This is an optimization exercise on Yosys and OpenROAD, whose aim is small area, a short achievable clock period and few clock cycles per item, not a production implementation. In this exercise RTL edits were held to simulation tests only and were not proved equivalent to the original. Power is estimated from default activity; no workload was simulated.

==> flow/design.v, too long to show whole: its modules and the start of the top module <==
// module ofc_ctrl: 202 lines
// module ofc_datapath: 15208 lines
// module overlap_add_fir_convolver: 75 lines
module overlap_add_fir_convolver #(
    parameter int MAX_TAPS = ofc_pkg::MAX_TAPS_DEF
) (
    input  logic                                   i_clk,
    input  logic                                   i_rst_n,
    input  logic                                   i_in_valid,
    output logic                                   o_in_stall,
    input  logic                                   i_operation,
    input  logic [ofc_pkg::TAP_IDX_W-1:0]          i_tap_index,
    input  logic signed [ofc_pkg::SAMPLE_BITS-1:0] i_value,
    output logic                                   o_out_valid,
    input  logic                                   i_out_stall,
    output logic signed [ofc_pkg::OUT_W-1:0]       o_filtered,
    input  logic                                   i_cfg_valid,
    output logic                                   o_cfg_ready,
    input  logic [ofc_pkg::CFG_IDX_W-1:0]          i_cfg_index,
    input  logic [ofc_pkg::CFG_DATA_W-1:0]         i_cfg_data
);
  // ...
==> flow/flow/run.sh <==
#!/bin/bash
# Layout flow: the standard flow, except that synthesis skips Yosys's generic ABC pass
# before full-adder extraction (synth -noabc), so extract_fa finds the carry-save tree's
# full adders as written instead of with inverters between them. Flattening and renaming
# are the standard synthesis's (its script with -noabc added). Without that pass a few
# registers get a different polarity suffix in their Yosys name; they are renamed to the
# standard synthesis's names, which is run beside it only for that. The rest of the flow
# is standard.sh unchanged. Each tool's output is in *.log here and under orfs/logs, ref/logs.
set -euo pipefail
W=$PWD
R=results/sky130hd/overlap_add_fir_convolver/base
sed 's/yosys synth -nofsm -noshare {\*}\$args/yosys synth -nofsm -noshare -noabc {*}$args/' \
    synth_recipe.tcl > flow_synth.tcl
grep -q -- '-noabc' flow_synth.tcl
sed "s|SYNTH_SCRIPT=[^ ]*|SYNTH_SCRIPT=$W/flow_synth.tcl|" standard.sh > flow_standard.sh
grep -q "SYNTH_SCRIPT=$W/flow_synth.tcl" flow_standard.sh
sed "s|WORK_HOME=[^ ]*|WORK_HOME=$W/ref|" standard.sh > flow_ref.sh
grep -q "WORK_HOME=$W/ref" flow_ref.sh
bash flow_ref.sh "$W/ref/$R/1_2_yosys.v" > ref_synth_make.log 2>&1 &
REF=$!
bash flow_standard.sh "$W/orfs/$R/1_2_yosys.v" > synth_make.log 2>&1
wait $REF
python3 flow/rename_regs.py "$W/ref/$R/1_2_yosys.v" "$W/orfs/$R/1_2_yosys.v" > rename_regs.log 2>&1
bash flow_standard.sh > flow_make.log 2>&1
==> flow/flow/rename_regs.py <==
#!/usr/bin/env python3
"""Give the registers of a synthesized netlist the instance names the standard synthesis
gives them. Yosys names a register <signal>$_<type>_, where <type> records the polarity of
its enable and reset; without the generic ABC pass some polarities differ, so only that
suffix changes. usage: rename_regs.py REFERENCE.v NETLIST.v (NETLIST.v is rewritten)"""
import re
import sys

SEQ = r'sky130_fd_sc_hd__(?:e?dfx\w+|dfr\w+|dfs\w+|dfb\w+|sdf\w+|edfx\w+)'


def regs(txt):
    return re.findall(r'(' + SEQ + r')\s+(\\\S+|\S+)\s*\(', txt)


def base(name):
    return re.sub(r'\$_[A-Z0-9_]+_$', '', name)


ref_txt = open(sys.argv[1]).read()
txt = open(sys.argv[2]).read()
ref = {}
for typ, name in regs(ref_txt):
    b = base(name)
    assert b not in ref, f"duplicate register {b}"
    ref[b] = (name, re.sub(r'_\d+$', '', typ))
mine = regs(txt)
assert len(mine) == len(ref), f"{len(mine)} registers, reference {len(ref)}"
renames = {}
for typ, name in mine:
    b = base(name)
    assert b in ref, f"register {name} not in reference"
    rname, rtyp = ref[b]
    assert rtyp == re.sub(r'_\d+$', '', typ), f"{name}: {typ} vs {rtyp}"
    if rname != name:
        renames[name] = rname
used = set(n for _, n in mine)
for old, new in renames.items():
    assert new not in used or new in renames, f"name clash {new}"


def sub(m):
    return renames.get(m.group(2), m.group(2))


n = 0
out = []
for line in txt.split('\n'):
    m = re.match(r'^(\s*' + SEQ + r'\s+)(\\\S+|\S+)(\s*\(.*)$', line)
    if m and m.group(2) in renames:
        line = m.group(1) + renames[m.group(2)] + m.group(3)
        n += 1
    out.append(line)
assert n == len(renames), f"renamed {n} of {len(renames)}"
open(sys.argv[2], 'w').write('\n'.join(out))
print(f"renamed {n} registers")
==> flow/standard.sh <==
#!/bin/bash
# synth_recipe.tcl (not shown) runs the flow's synth.tcl, then flattens the netlist and writes it again
# the make line also repeats each setting of config.mk as NAME=value (left out here)
make -C /OpenROAD-flow-scripts/flow DESIGN_CONFIG=/design/flow/config.mk WORK_HOME=/design/flow/orfs CLKGATE_MAP_FILE= SYNTH_SCRIPT=/design/flow/synth_recipe.tcl "${@:-finish}"
==> flow/config.mk <==
export PLATFORM = sky130hd
export DESIGN_NAME = overlap_add_fir_convolver
export DESIGN_NICKNAME = overlap_add_fir_convolver
export VERILOG_FILES = /design/flow/design.v
export SDC_FILE = /design/flow/constraint.sdc
export NUM_CORES = 4
export LEC_CHECK = 0
export CAP_MARGIN = 20
export CORE_MARGIN = 2
export CORE_UTILIZATION = 30
export PLACE_DENSITY = 0.4
export SETUP_SLACK_MARGIN = 3.0
export SLEW_MARGIN = 20
==> flow/constraint.sdc <==
create_clock -name core_clock -period 7.0 [get_ports {i_clk}]
set_input_delay 1.4000 -clock core_clock [delete_from_list [all_inputs] [get_ports {i_clk}]]
set_output_delay 1.4000 -clock core_clock [all_outputs]
set_load 0.01 [all_outputs]
==> reports/results.ini, run 1 <==
[floorplan]
io_pins=78
die_y_um=860

[status]
outcome=no timing/DRC/antenna violations

[power]
swShare_pct=35.4
seqPwrFrac_pct=39.9
power_w=0.0797
p_per_area_mw_per_mm2=319

[global_route]
grt_pass1_vias=137000
grt_busiest_layer=met2
antenna_found_initial=162
grt_pass1_wl_um=1390000

[synthesis]
synthTopCellsByCount=2422 x edfxtp_1, 2312 x fa_1, 2059 x xor2_1
yosys-top-cells-area=edfxtp_1 33%, fa_1 21%, dfxtp_1 16%

[layout]
largestClassByArea=flip-flops and latches
signal_buffer_area_fraction_pct=1.98
layout_common_cells=2422 x edfxtp_1, 2308 x fa_1, 2058 x xor2_1
n_all_inverters=481

[clock_tree]
cts_root_buf=clkbuf_16
ctsHoldBuffers=0

[route]
drt-met1-wl_um=464000
vias=141000

[run]
max_cap_violations=0

[worst_setup_path]
path_class=flip-flop to output pin
required_ns=5.60
r2r_cells=6

[place]
place_area_mm2=0.231

Testbench counts, summed over its fixed seeds: cycles 4,406, items 1,536.
==> module ofc_ctrl, before the edit <==
module ofc_ctrl #(
    parameter int MAX_TAPS = ofc_pkg::MAX_TAPS_DEF
) (
    input  logic                               i_clk,
    input  logic                               i_rst_n,
    input  logic                               i_in_valid,
    output logic                               o_in_stall,
    input  logic                               i_operation,
    input  logic [ofc_pkg::TAP_IDX_W-1:0]      i_tap_index,
    input  logic signed [ofc_pkg::SAMPLE_BITS-1:0] i_value,
    input  logic                               i_out_stall,
    input  logic                               i_cfg_valid,
    output logic                               o_cfg_ready,
    input  logic [ofc_pkg::CFG_IDX_W-1:0]      i_cfg_index,
    input  logic [ofc_pkg::CFG_DATA_W-1:0]     i_cfg_data,
    output logic                               o_push,       
    output logic                               o_coef_wr,    
    output logic [ofc_pkg::TAP_IDX_W-1:0]      o_idx,
    output logic signed [ofc_pkg::SAMPLE_BITS-1:0] o_value,
    output logic [ofc_pkg::LANES*ofc_pkg::NPASS-1:0] o_sel,  
    output logic                               o_acc_valid,  
    output logic                               o_acc_first,  
    output logic                               o_fin,        
    output logic                               o_fin_int,    
    output logic [ofc_pkg::RQ_AW-1:0]          o_wr_ptr,     
    output logic [ofc_pkg::RQ_AW-1:0]          o_rd_ptr,     
    output logic                               o_out_valid
);
    localparam int LANES = ofc_pkg::LANES;
    localparam int NPASS = ofc_pkg::NPASS;
    localparam int KW    = $clog2(MAX_TAPS + 1);
    localparam int NST   = ofc_pkg::NST;
    localparam int RQ    = ofc_pkg::RQ_DEPTH;
    localparam int RQ_AW = ofc_pkg::RQ_AW;
    localparam int CW    = $clog2(RQ + 1);
    logic [ofc_pkg::TAP_CNT_W-1:0] r_tap_count;
    logic                          r_int_mode;
    logic                          r_q_valid;
    logic                          r_q_op;
    logic [ofc_pkg::TAP_IDX_W-1:0] r_q_idx;
    logic signed [ofc_pkg::SAMPLE_BITS-1:0] r_q_val;
    logic [KW-1:0]                 r_q_taps;
    logic                          r_q_int;
    logic                          r_busy;
    logic                          r_first;
    logic [NPASS-1:0]              r_pass_oh;
    logic [KW-1:0]                 r_rem;
    logic                          r_int_e;
    logic [LANES*NPASS-1:0]        r_sel;
    logic [KW-1:0]                 r_fill;
    logic [NST-1:0]                r_st_valid;
    logic [NST-1:0]                r_st_first;
    logic [NST-1:0]                r_st_last;
    logic [NST-1:0]                r_st_int;
    logic                          r_fin;
    logic                          r_fin_int;
    logic [CW-1:0]                 r_owed;
    logic [CW-1:0]                 r_rq_cnt;
    logic [RQ_AW-1:0]              r_wr_ptr;
    logic [RQ_AW-1:0]              r_rd_ptr;
    logic                          r_out_valid;
    logic [KW-1:0]    taps_eff;
    logic [KW-1:0]    fill_new;
    logic [KW-1:0]    lim;
    logic             last;
    logic             free;
    logic             pop;
    logic             in_acc;
    logic             take;
    logic [NPASS-1:0] pass_n;
    logic [KW-1:0]    rem_n;
    logic [CW-1:0]    rq_cnt_n;
    always_ff @(posedge i_clk) begin
        if (!i_rst_n) begin
            r_tap_count <= ofc_pkg::TAP_CNT_W'(1);
            r_int_mode  <= 1'b0;
        end else if (i_cfg_valid) begin
            case (i_cfg_index)
                ofc_pkg::CFG_TAP_COUNT:  r_tap_count <= i_cfg_data;
                ofc_pkg::CFG_INT_OUTPUT: r_int_mode  <= i_cfg_data[0];
                default: ;
            endcase
        end
    end
    assign o_cfg_ready = 1'b1;
    assign taps_eff = (32'(r_tap_count) > MAX_TAPS) ? KW'(MAX_TAPS) : KW'(r_tap_count);
    assign last   = (32'(r_rem) <= LANES);
    assign free   = !r_busy || last;
    assign pop    = r_q_valid && free && ((r_q_op == ofc_pkg::OP_LOAD) || (32'(r_owed) < RQ));
    assign in_acc = i_in_valid && !o_in_stall;
    assign o_in_stall = r_q_valid && !pop;
    always_ff @(posedge i_clk) begin
        if (!i_rst_n) begin
            r_q_valid <= 1'b0;
        end else if (in_acc) begin
            r_q_valid <= 1'b1;
        end else if (pop) begin
            r_q_valid <= 1'b0;
        end
    end
    always_ff @(posedge i_clk) begin
        if (in_acc) begin
            r_q_op   <= i_operation;
            r_q_idx  <= i_tap_index;
            r_q_val  <= i_value;
            r_q_taps <= taps_eff;
            r_q_int  <= r_int_mode;
        end
    end
    assign o_push    = pop && (r_q_op == ofc_pkg::OP_PUSH);
    assign o_coef_wr = pop && (r_q_op == ofc_pkg::OP_LOAD);
    assign o_idx     = r_q_idx;
    assign o_value   = r_q_val;
    assign fill_new = (r_fill == KW'(MAX_TAPS)) ? r_fill : r_fill + KW'(1);
    assign lim      = (r_q_taps < fill_new) ? r_q_taps : fill_new;
    always_ff @(posedge i_clk) begin
        if (!i_rst_n) begin
            r_busy     <= 1'b0;
            r_st_valid <= '0;
            r_fin      <= 1'b0;
            r_fill     <= '0;
        end else begin
            r_st_valid <= {r_st_valid[NST-2:0], r_busy};
            r_fin      <= r_st_valid[NST-1] && r_st_last[NST-1];
            if (o_push) begin
                r_busy <= 1'b1;
                r_fill <= fill_new;
            end else if (last) begin
                r_busy <= 1'b0;
            end
        end
    end
    always_comb begin
        pass_n = r_pass_oh << 1;
        rem_n  = r_rem - KW'(LANES);
        if (o_push) begin
            pass_n = NPASS'(1);
            rem_n  = lim;
        end
    end
    always_ff @(posedge i_clk) begin
        for (int j = 0; j < LANES; j++) begin
            for (int m = 0; m < NPASS; m++) begin
                r_sel[j*NPASS+m] <= (o_push || (r_busy && !last)) && pass_n[m] && (32'(rem_n) > j);
            end
        end
    end
    always_ff @(posedge i_clk) begin
        if (o_push) begin
            r_first   <= 1'b1;
            r_int_e   <= r_q_int;
        end else begin
            r_first   <= 1'b0;
        end
        r_pass_oh  <= pass_n;
        r_rem      <= rem_n;
        r_st_first <= {r_st_first[NST-2:0], r_first};
        r_st_last  <= {r_st_last[NST-2:0], last};
        r_st_int   <= {r_st_int[NST-2:0], r_int_e};
        r_fin_int  <= r_st_int[NST-1];
    end
    assign o_sel       = r_sel;
    assign o_acc_valid = r_st_valid[NST-1];
    assign o_acc_first = r_st_first[NST-1];
    assign o_fin       = r_fin;
    assign o_fin_int   = r_fin_int;
    assign take = r_out_valid && !i_out_stall;
    always_comb begin
        rq_cnt_n = r_rq_cnt;
        if (r_fin && !take) begin
            rq_cnt_n = r_rq_cnt + CW'(1);
        end else if (!r_fin && take) begin
            rq_cnt_n = r_rq_cnt - CW'(1);
        end
    end
    always_ff @(posedge i_clk) begin
        if (!i_rst_n) begin
            r_owed      <= '0;
            r_rq_cnt    <= '0;
            r_wr_ptr    <= '0;
            r_rd_ptr    <= '0;
            r_out_valid <= 1'b0;
        end else begin
            if (o_push && !take) begin
                r_owed <= r_owed + CW'(1);
            end else if (!o_push && take) begin
                r_owed <= r_owed - CW'(1);
            end
            r_rq_cnt    <= rq_cnt_n;
            r_out_valid <= (rq_cnt_n != '0);
            if (r_fin) begin
                r_wr_ptr <= (32'(r_wr_ptr) == RQ - 1) ? '0 : r_wr_ptr + RQ_AW'(1);
            end
            if (take) begin
                r_rd_ptr <= (32'(r_rd_ptr) == RQ - 1) ? '0 : r_rd_ptr + RQ_AW'(1);
            end
        end
    end
    assign o_wr_ptr    = r_wr_ptr;
    assign o_rd_ptr    = r_rd_ptr;
    assign o_out_valid = r_out_valid;
endmodule
==> module overlap_add_fir_convolver, before the edit <==
module overlap_add_fir_convolver #(
    parameter int MAX_TAPS = ofc_pkg::MAX_TAPS_DEF
) (
    input  logic                                   i_clk,
    input  logic                                   i_rst_n,
    input  logic                                   i_in_valid,
    output logic                                   o_in_stall,
    input  logic                                   i_operation,
    input  logic [ofc_pkg::TAP_IDX_W-1:0]          i_tap_index,
    input  logic signed [ofc_pkg::SAMPLE_BITS-1:0] i_value,
    output logic                                   o_out_valid,
    input  logic                                   i_out_stall,
    output logic signed [ofc_pkg::OUT_W-1:0]       o_filtered,
    input  logic                                   i_cfg_valid,
    output logic                                   o_cfg_ready,
    input  logic [ofc_pkg::CFG_IDX_W-1:0]          i_cfg_index,
    input  logic [ofc_pkg::CFG_DATA_W-1:0]         i_cfg_data
);
    logic                                   push;
    logic                                   coef_wr;
    logic [ofc_pkg::TAP_IDX_W-1:0]          idx;
    logic signed [ofc_pkg::SAMPLE_BITS-1:0] value;
    logic [ofc_pkg::LANES*ofc_pkg::NPASS-1:0] sel;
    logic                                   acc_valid;
    logic                                   acc_first;
    logic                                   fin;
    logic                                   fin_int;
    logic [ofc_pkg::RQ_AW-1:0]              wr_ptr;
    logic [ofc_pkg::RQ_AW-1:0]              rd_ptr;
    ofc_ctrl #(
        .MAX_TAPS (MAX_TAPS)
    ) u_ctrl (
        .i_clk       (i_clk),
        .i_rst_n     (i_rst_n),
        .i_in_valid  (i_in_valid),
        .o_in_stall  (o_in_stall),
        .i_operation (i_operation),
        .i_tap_index (i_tap_index),
        .i_value     (i_value),
        .i_out_stall (i_out_stall),
        .i_cfg_valid (i_cfg_valid),
        .o_cfg_ready (o_cfg_ready),
        .i_cfg_index (i_cfg_index),
        .i_cfg_data  (i_cfg_data),
        .o_push      (push),
        .o_coef_wr   (coef_wr),
        .o_idx       (idx),
        .o_value     (value),
        .o_sel       (sel),
        .o_acc_valid (acc_valid),
        .o_acc_first (acc_first),
        .o_fin       (fin),
        .o_fin_int   (fin_int),
        .o_wr_ptr    (wr_ptr),
        .o_rd_ptr    (rd_ptr),
        .o_out_valid (o_out_valid)
    );
    ofc_datapath #(
        .MAX_TAPS (MAX_TAPS)
    ) u_datapath (
        .i_clk       (i_clk),
        .i_push      (push),
        .i_coef_wr   (coef_wr),
        .i_idx       (idx),
        .i_value     (value),
        .i_sel       (sel),
        .i_acc_valid (acc_valid),
        .i_acc_first (acc_first),
        .i_fin       (fin),
        .i_fin_int   (fin_int),
        .i_wr_ptr    (wr_ptr),
        .i_rd_ptr    (rd_ptr),
        .o_filtered  (o_filtered)
    );
endmodule
==> inputs of run 2 (changes only) <==
--- a/flow/design.v
+++ b/flow/design.v
@@ -38,25 +38,26 @@
     output logic signed [ofc_pkg::SAMPLE_BITS-1:0] o_value,
     output logic [ofc_pkg::LANES*ofc_pkg::NPASS-1:0] o_sel,  
     output logic                               o_acc_valid,  
     output logic                               o_acc_first,  
     output logic                               o_fin,        
     output logic                               o_fin_int,    
     output logic [ofc_pkg::RQ_AW-1:0]          o_wr_ptr,     
     output logic [ofc_pkg::RQ_AW-1:0]          o_rd_ptr,     
+    output logic                               o_out_load,   
     output logic                               o_out_valid
 );
     localparam int LANES = ofc_pkg::LANES;
     localparam int NPASS = ofc_pkg::NPASS;
     localparam int KW    = $clog2(MAX_TAPS + 1);
     localparam int NST   = ofc_pkg::NST;
     localparam int RQ    = ofc_pkg::RQ_DEPTH;
     localparam int RQ_AW = ofc_pkg::RQ_AW;
-    localparam int CW    = $clog2(RQ + 1);
+    localparam int CW    = $clog2(RQ + 2);
     logic [ofc_pkg::TAP_CNT_W-1:0] r_tap_count;
     logic                          r_int_mode;
     logic                          r_q_valid;
     logic                          r_q_op;
     logic [ofc_pkg::TAP_IDX_W-1:0] r_q_idx;
     logic signed [ofc_pkg::SAMPLE_BITS-1:0] r_q_val;
     logic [KW-1:0]                 r_q_taps;
     logic                          r_q_int;
@@ -73,46 +74,70 @@
     logic [NST-1:0]                r_st_int;
     logic                          r_fin;
     logic                          r_fin_int;
     logic [CW-1:0]                 r_owed;
     logic [CW-1:0]                 r_rq_cnt;
     logic [RQ_AW-1:0]              r_wr_ptr;
     logic [RQ_AW-1:0]              r_rd_ptr;
     logic                          r_out_valid;
+    logic                          r_can_pop;    
+    logic                          r_in_stall;
     logic [KW-1:0]    taps_eff;
     logic [KW-1:0]    fill_new;
     logic [KW-1:0]    lim;
     logic             last;
     logic             free;
     logic             pop;
     logic             in_acc;
     logic             take;
     logic [NPASS-1:0] pass_n;
     logic [KW-1:0]    rem_n;
     logic [CW-1:0]    rq_cnt_n;
+    logic             out_load;
+    logic             busy_n;
+    logic             last_n;
+    logic             q_valid_n;
+    logic             q_op_n;
+    logic [CW-1:0]    owed_n;
+    logic             can_pop_n;
     always_ff @(posedge i_clk) begin
         if (!i_rst_n) begin
             r_tap_count <= ofc_pkg::TAP_CNT_W'(1);
             r_int_mode  <= 1'b0;
         end else if (i_cfg_valid) begin
             case (i_cfg_index)
                 ofc_pkg::CFG_TAP_COUNT:  r_tap_count <= i_cfg_data;
                 ofc_pkg::CFG_INT_OUTPUT: r_int_mode  <= i_cfg_data[0];
                 default: ;
             endcase
         end
     end
     assign o_cfg_ready = 1'b1;
     assign taps_eff = (32'(r_tap_count) > MAX_TAPS) ? KW'(MAX_TAPS) : KW'(r_tap_count);
     assign last   = (32'(r_rem) <= LANES);
     assign free   = !r_busy || last;
-    assign pop    = r_q_valid && free && ((r_q_op == ofc_pkg::OP_LOAD) || (32'(r_owed) < RQ));
-    assign in_acc = i_in_valid && !o_in_stall;
-    assign o_in_stall = r_q_valid && !pop;
+    assign pop    = r_q_valid && r_can_pop;
+    assign in_acc = i_in_valid && !r_in_stall;
+    assign o_in_stall = r_in_stall;
+    assign busy_n    = o_push || (r_busy && !last);
+    assign last_n    = (32'(rem_n) <= LANES);
+    assign q_valid_n = in_acc || (r_q_valid && !pop);
+    assign q_op_n    = in_acc ? i_operation : r_q_op;
+    assign owed_n    = r_owed + CW'(o_push) - CW'(take);
+    assign can_pop_n = (!busy_n || last_n) && ((q_op_n == ofc_pkg::OP_LOAD) || (32'(owed_n) <= RQ));
+    always_ff @(posedge i_clk) begin
+        if (!i_rst_n) begin
+            r_can_pop  <= 1'b1;
+            r_in_stall <= 1'b0;
+        end else begin
+            r_can_pop  <= can_pop_n;
+            r_in_stall <= q_valid_n && !can_pop_n;
+        end
+    end
     always_ff @(posedge i_clk) begin
         if (!i_rst_n) begin
             r_q_valid <= 1'b0;
         end else if (in_acc) begin
             r_q_valid <= 1'b1;
         end else if (pop) begin
             r_q_valid <= 1'b0;
         end
@@ -178,50 +203,48 @@
         r_st_int   <= {r_st_int[NST-2:0], r_int_e};
         r_fin_int  <= r_st_int[NST-1];
     end
     assign o_sel       = r_sel;
     assign o_acc_valid = r_st_valid[NST-1];
     assign o_acc_first = r_st_first[NST-1];
     assign o_fin       = r_fin;
     assign o_fin_int   = r_fin_int;
-    assign take = r_out_valid && !i_out_stall;
+    assign take     = r_out_valid && !i_out_stall;
+    assign out_load = (r_rq_cnt != '0) && (!r_out_valid || take);
     always_comb begin
         rq_cnt_n = r_rq_cnt;
-        if (r_fin && !take) begin
+        if (r_fin && !out_load) begin
             rq_cnt_n = r_rq_cnt + CW'(1);
-        end else if (!r_fin && take) begin
+        end else if (!r_fin && out_load) begin
             rq_cnt_n = r_rq_cnt - CW'(1);
         end
     end
     always_ff @(posedge i_clk) begin
         if (!i_rst_n) begin
             r_owed      <= '0;
             r_rq_cnt    <= '0;
             r_wr_ptr    <= '0;
             r_rd_ptr    <= '0;
             r_out_valid <= 1'b0;
         end else begin
-            if (o_push && !take) begin
-                r_owed <= r_owed + CW'(1);
-            end else if (!o_push && take) begin
-                r_owed <= r_owed - CW'(1);
-            end
+            r_owed      <= owed_n;
             r_rq_cnt    <= rq_cnt_n;
-            r_out_valid <= (rq_cnt_n != '0);
+            r_out_valid <= out_load || (r_out_valid && !take);
             if (r_fin) begin
                 r_wr_ptr <= (32'(r_wr_ptr) == RQ - 1) ? '0 : r_wr_ptr + RQ_AW'(1);
             end
-            if (take) begin
+            if (out_load) begin
                 r_rd_ptr <= (32'(r_rd_ptr) == RQ - 1) ? '0 : r_rd_ptr + RQ_AW'(1);
             end
         end
     end
     assign o_wr_ptr    = r_wr_ptr;
     assign o_rd_ptr    = r_rd_ptr;
+    assign o_out_load  = out_load;
     assign o_out_valid = r_out_valid;
 endmodule
 module ofc_datapath #(
     parameter int MAX_TAPS = ofc_pkg::MAX_TAPS_DEF
 ) (
     input  logic                                i_clk,
     input  logic                                i_push,
     input  logic                                i_coef_wr,
@@ -229,16 +252,17 @@
     input  logic signed [ofc_pkg::SAMPLE_BITS-1:0] i_value,
     input  logic [ofc_pkg::LANES*ofc_pkg::NPASS-1:0] i_sel,  
     input  logic                                i_acc_valid,  
     input  logic                                i_acc_first,  
     input  logic                                i_fin,        
     input  logic                                i_fin_int,    
     input  logic [ofc_pkg::RQ_AW-1:0]           i_wr_ptr,
     input  logic [ofc_pkg::RQ_AW-1:0]           i_rd_ptr,
+    input  logic                                i_out_load,
     output logic signed [ofc_pkg::OUT_W-1:0]    o_filtered
 );
     localparam int LANES = ofc_pkg::LANES;
     localparam int NPASS = ofc_pkg::NPASS;
     localparam int SB    = ofc_pkg::SAMPLE_BITS;
     localparam int ACC_W = ofc_pkg::OUT_W;
     localparam int FRAC  = ofc_pkg::FRAC_BITS;
     logic signed [SB-1:0] r_coef [MAX_TAPS];
@@ -15420,17 +15444,23 @@
     assign int_part = y[ACC_W-1] ? y_up[ACC_W-1:FRAC] : y[ACC_W-1:FRAC];
     always_ff @(posedge i_clk) begin
         for (int k = 0; k < ofc_pkg::RQ_DEPTH; k++) begin
             if (i_fin && (i_wr_ptr == ofc_pkg::RQ_AW'(k))) begin
                 r_rq[k] <= i_fin_int ? ACC_W'(int_part) : y;
             end
         end
     end
-    assign o_filtered = r_rq[i_rd_ptr];
+    logic signed [ACC_W-1:0] r_out;
+    always_ff @(posedge i_clk) begin
+        if (i_out_load) begin
+            r_out <= r_rq[i_rd_ptr];
+        end
+    end
+    assign o_filtered = r_out;
 endmodule
 module overlap_add_fir_convolver #(
     parameter int MAX_TAPS = ofc_pkg::MAX_TAPS_DEF
 ) (
     input  logic                                   i_clk,
     input  logic                                   i_rst_n,
     input  logic                                   i_in_valid,
     output logic                                   o_in_stall,
@@ -15451,16 +15481,17 @@
     logic signed [ofc_pkg::SAMPLE_BITS-1:0] value;
     logic [ofc_pkg::LANES*ofc_pkg::NPASS-1:0] sel;
     logic                                   acc_valid;
     logic                                   acc_first;
     logic                                   fin;
     logic                                   fin_int;
     logic [ofc_pkg::RQ_AW-1:0]              wr_ptr;
     logic [ofc_pkg::RQ_AW-1:0]              rd_ptr;
+    logic                                   out_load;
     ofc_ctrl #(
         .MAX_TAPS (MAX_TAPS)
     ) u_ctrl (
         .i_clk       (i_clk),
         .i_rst_n     (i_rst_n),
         .i_in_valid  (i_in_valid),
         .o_in_stall  (o_in_stall),
         .i_operation (i_operation),
@@ -15477,16 +15508,17 @@
         .o_value     (value),
         .o_sel       (sel),
         .o_acc_valid (acc_valid),
         .o_acc_first (acc_first),
         .o_fin       (fin),
         .o_fin_int   (fin_int),
         .o_wr_ptr    (wr_ptr),
         .o_rd_ptr    (rd_ptr),
+        .o_out_load  (out_load),
         .o_out_valid (o_out_valid)
     );
     ofc_datapath #(
         .MAX_TAPS (MAX_TAPS)
     ) u_datapath (
         .i_clk       (i_clk),
         .i_push      (push),
         .i_coef_wr   (coef_wr),
@@ -15494,11 +15526,12 @@
         .i_value     (value),
         .i_sel       (sel),
         .i_acc_valid (acc_valid),
         .i_acc_first (acc_first),
         .i_fin       (fin),
         .i_fin_int   (fin_int),
         .i_wr_ptr    (wr_ptr),
         .i_rd_ptr    (rd_ptr),
+        .i_out_load  (out_load),
         .o_filtered  (o_filtered)
     );
 endmodule
==> flow/config.mk (replaced) <==
export PLATFORM = sky130hd
export DESIGN_NAME = overlap_add_fir_convolver
export DESIGN_NICKNAME = overlap_add_fir_convolver
export VERILOG_FILES = /design/flow/design.v
export SDC_FILE = /design/flow/constraint.sdc
export NUM_CORES = 4
export LEC_CHECK = 0
export CAP_MARGIN = 20
export CORE_MARGIN = 2
export CORE_UTILIZATION = 25
export CTS_CLUSTER_DIAMETER = 80
export CTS_CLUSTER_SIZE = 25
export PLACE_DENSITY = 0.35
export SETUP_SLACK_MARGIN = 3.5
export SLEW_MARGIN = 20
==> run 2 against run 1 <==
Compared with the run above: still clean; combinational power grew 51%; wire length increased by 6.9%; hold slack worse by 0.0030 ns; die area is 21% higher; via count decreased by 0.50%; fmax grew 20%; non-clock buffer count rose by 99; sequential cell count rose by 42; synthesized cell count up 0.56%; clock skew fell by 0.022 ns; setup slack improved by 0.77 ns; synthesized area grew 0.74%; critical endpoint is now u_datapath.r_cut0[409]; largest cell class unchanged.
==> reports/results.ini, run 2 <==
[synthesis]
synth_top_cell_by_area=edfxtp_1
synth_fp_nets=18500
yosysMostFrequentCell=edfxtp_1
synthMuxAreaShare_pct=0.231
synthAdderAreaFrac_pct=22.5
synth-edff-count=2459
synthSimpleGateAreaFrac_pct=2.71
synth_compound_area_share_pct=13.4
seq_area_frac_synth_pct=49.7
async_reset_ff_share_pct=0
synthTopCellsByCount=2459 x edfxtp_1, 2313 x fa_1, 2061 x xor2_1
syn_avg_cell_area_um2=13.9
synth_seq_cells=4264
netlist_area_mm2=0.221
ys_types=84
synth_top_cell_area_share_pct=33.3
synth_top_family_by_area=adder cells
yosys-top-cells-area=edfxtp_1 33%, fa_1 21%, dfxtp_1 16%
yosysWarnings=12
netlist_instances=15900
ys.flop_type=edfxtp_1
yosys.area_share.xor_xnor_pct=8.34

[floorplan]
die_y_um=945  ; +9.9%
rows=345
start_util_pct=25.1
core-area_mm2=0.883
dieArea_mm2=0.893
die_w_um=945
io_pins=78  ; unchanged

[route]
drt_iter0_drc=17600
drc_errors=0
drt-pass1-iter-count=5
wirelength_um=1160000
ant_nets=0
vias_per_cell=5.01
vias=141000  ; -0.50%
routedWlPerCell_um=41.5

[power]
combPwrFrac_pct=36.1
p_sw_w=0.0384
peakVddDrop_mv=0.260
swShare_pct=42.5  ; +7.0 points
power_frac_clock_pct=24.7
intPower_w=0.0520
power_leakage_nw=109
p_per_area_mw_per_mm2=356  ; +12%
seqPwrFrac_pct=39.3  ; -0.6 points

[sta]
slew_headroom_pct=14.0
min_period_over_period_pct=54.9
fmax_mhz=260
worst_slew_pin_slew_ns=1.29
rsz0062_at_grt=yes
whs_ns=0.330
slew_violations=0
tns_ns=0
setup_viol=0
clock_skew_ns=0.0870
hold_viol=0
min_period_ns=3.84

[layout]
area_growth_pct=14.6
fin_nets=18200
drive_above_1_share_pct=12.5
layout_common_cells=2459 x edfxtp_1, 2221 x fa_1, 2036 x xor2_1
nFillCells=89200
final_common_cell=edfxtp_1
reg.largest.list=u_datapath.r_coef x1024, u_datapath.r_hist x1024, u_datapath.r_cut0 x844

[worst_setup_path]
critPathMaxFanout=2
arrival_ns=4.81
cp.buffers_inverters=0
path_class=flip-flop to flip-flop
crit_path_end_kind=flip-flop
path_cells=xor2_2 > a22o_1 > fa_2 > fa_2 > fa_2 > fa_2
cp_top_family=adder cells
crit_slowest_cell=fa_2
max_stage_delay_ns=0.90
cp-startpoint=u_datapath.r_x[0][9]
reg2reg_slack_ns=3.16
r2r_cells=6  ; unchanged
critPathMostFrequentCell=fa_2
timing.rr.start=u_datapath.r_x[0][9]
required_ns=7.96  ; +2.36 ns
cp-start-kind=flip-flop
worstReg2RegEnd=u_datapath.r_cut0[409]

[global_route]
grt_overflow=0
grt_pass1_wl_um=1480000  ; +6.3%
antenna_found_initial=209  ; +29%
grt_max_degree=161
grt_pass1_vias=139000  ; +1.7%
grt_usage_pct=25.4

[run]
max_cap_violations=0  ; unchanged

[clock_tree]
cts_tree=built
clockBufferDepth=4
insertion_delay_ns=1.12
htree_levels=5
ctsHoldBuffers=0  ; unchanged
numCtsBuffers=337
cts_root_buf=clkbuf_16
clkSinkCount=4264
path_clk_slew_ns=0.11

[worst_hold_path]
hp-class=flip-flop to flip-flop
hold_end=u_ctrl.r_st_last[2]
hold_path.startpoint=u_ctrl.r_st_last[1]
min_path_cells=0

[status]
outcome=no timing/DRC/antenna violations

[place]
hpwl_um=957000
gp_congestion=1.03
port_buffers=76

-- run 2: cell type report --
cell class / instances / area, um^2 / share of cell area, %
multi-input cells: 9844 / 107000 / 42.1
repair buffers: 662 / 5970 / 2.35
inverters: 492 / 1880 / 0.741
clock buffers: 363 / 8740 / 3.44
well taps: 11800 / 14800 / 5.82
flip-flops and latches: 4264 / 111000 / 43.7
diodes: 366 / 916 / 0.361
clock inverters: 267 / 3870 / 1.53
-- run 2: kinds of logic after synthesis --
| group | after synthesis |
|---|---|
| other | 1 |
| adders and majority gates | 2602 |
| muxes | 46 |
| xor gates and xnor gates | 2109 |
| buffers and inverters | 1789 |
| and+or+nand+nor | 1387 |
| DFF | 4264 |
| AOI/OAI and AO/OA | 3698 |
-- run 2: worst max path at each step --
stage / to / slack [ns] / cells after the start
finish: u_datapath.r_cut0[409] / 3.16 / 6
global route: u_datapath.r_cut0[409] / 3.21 / 6
CTS: u_datapath.r_cut0[409] / 3.19 / 6
detailed placement: u_datapath.r_cut0[409] / 1.97 / 6
global placement: u_datapath.r_cut0[409] / 2.00 / 6
floorplan: u_ctrl.r_in_stall / 2.48 / 9
-- run 2: power by group through the flow --
stage	Clock [W]	Sequential [W]	Combinational [W]
global route	0.0236	0.0357	0.0339
global placement	0	0.0359	0.0309
finish	0.0223	0.0355	0.0326
floorplan	0	0.0321	0.0166
CTS	0.0228	0.0354	0.0316
detailed placement	0	0.0359	0.0309
-- run 2: per-stage QoR --
stage               cells  setup WS (ns)  cell area, um^2  utilization (%)  power [W]
floorplan           15900           2.48           222000                -     0.0487
global placement    26900           2.00           236000             26.7     0.0668
detailed placement  26900           1.97           236000             26.7     0.0668
CTS                 27600           3.19           251000             28.5     0.0898
global route        27900           3.21           253000             28.7     0.0932
finish              28100           3.16           254000             28.8     0.0905
-- run 2: routing by layer --
| layer | wire, um | global-route usage, % |
|---|---|---|
| met1 | 506000 | 34.8 |
| met2 | 500000 | 38.1 |
| met3 | 76000 | 4.21 |
| met4 | 80700 | 14.2 |
| met5 | 361 | 0 |
-- run 2: worst reg2reg max path: stages (launching register included) --
cell and delay [ns]:
dfxtp_4 0.42, xor2_2 0.19, a22o_1 0.26, fa_2 0.90
fa_2 0.63, fa_2 0.80, fa_2 0.52
-- run 2: what timing repair did --
action / CTS / global route
endpoints found under the setup margin: 726 / 488
buffers inserted: 71 / 76
gates resized for setup: 746 / 274
pin swaps: 56 / 63
endpoints found under the hold margin: 0 / 0
gates cloned: 4 / 0
Testbench counts of run 2, summed over its fixed seeds: cycles 4,360, items 1,536.

## re-timing with driven ports
Ports are ideal in the flow. The routed layouts listed here were re-timed in OpenROAD. Step 1 sets driving cells, clkbuf_16 on the clock port and buf_2 on the other inputs (assumed; they add their load-dependent delay and slew). Step 2 also shifts input and output timing later by t, the mid clock arrival at the registers, as if the neighbouring blocks saw the same clock. Slacks: no drivers / after step 1 / after step 2; pairs: no drivers / after step 1.
run	t, ns	slack for setup (ns)	worst setup path at the end
run 1	1.240	2.386 / 2.276 / 2.908	register to register
run 2	1.220	3.157 / 3.157 / 3.157	register to register
After both steps every run listed still meets setup and hold.
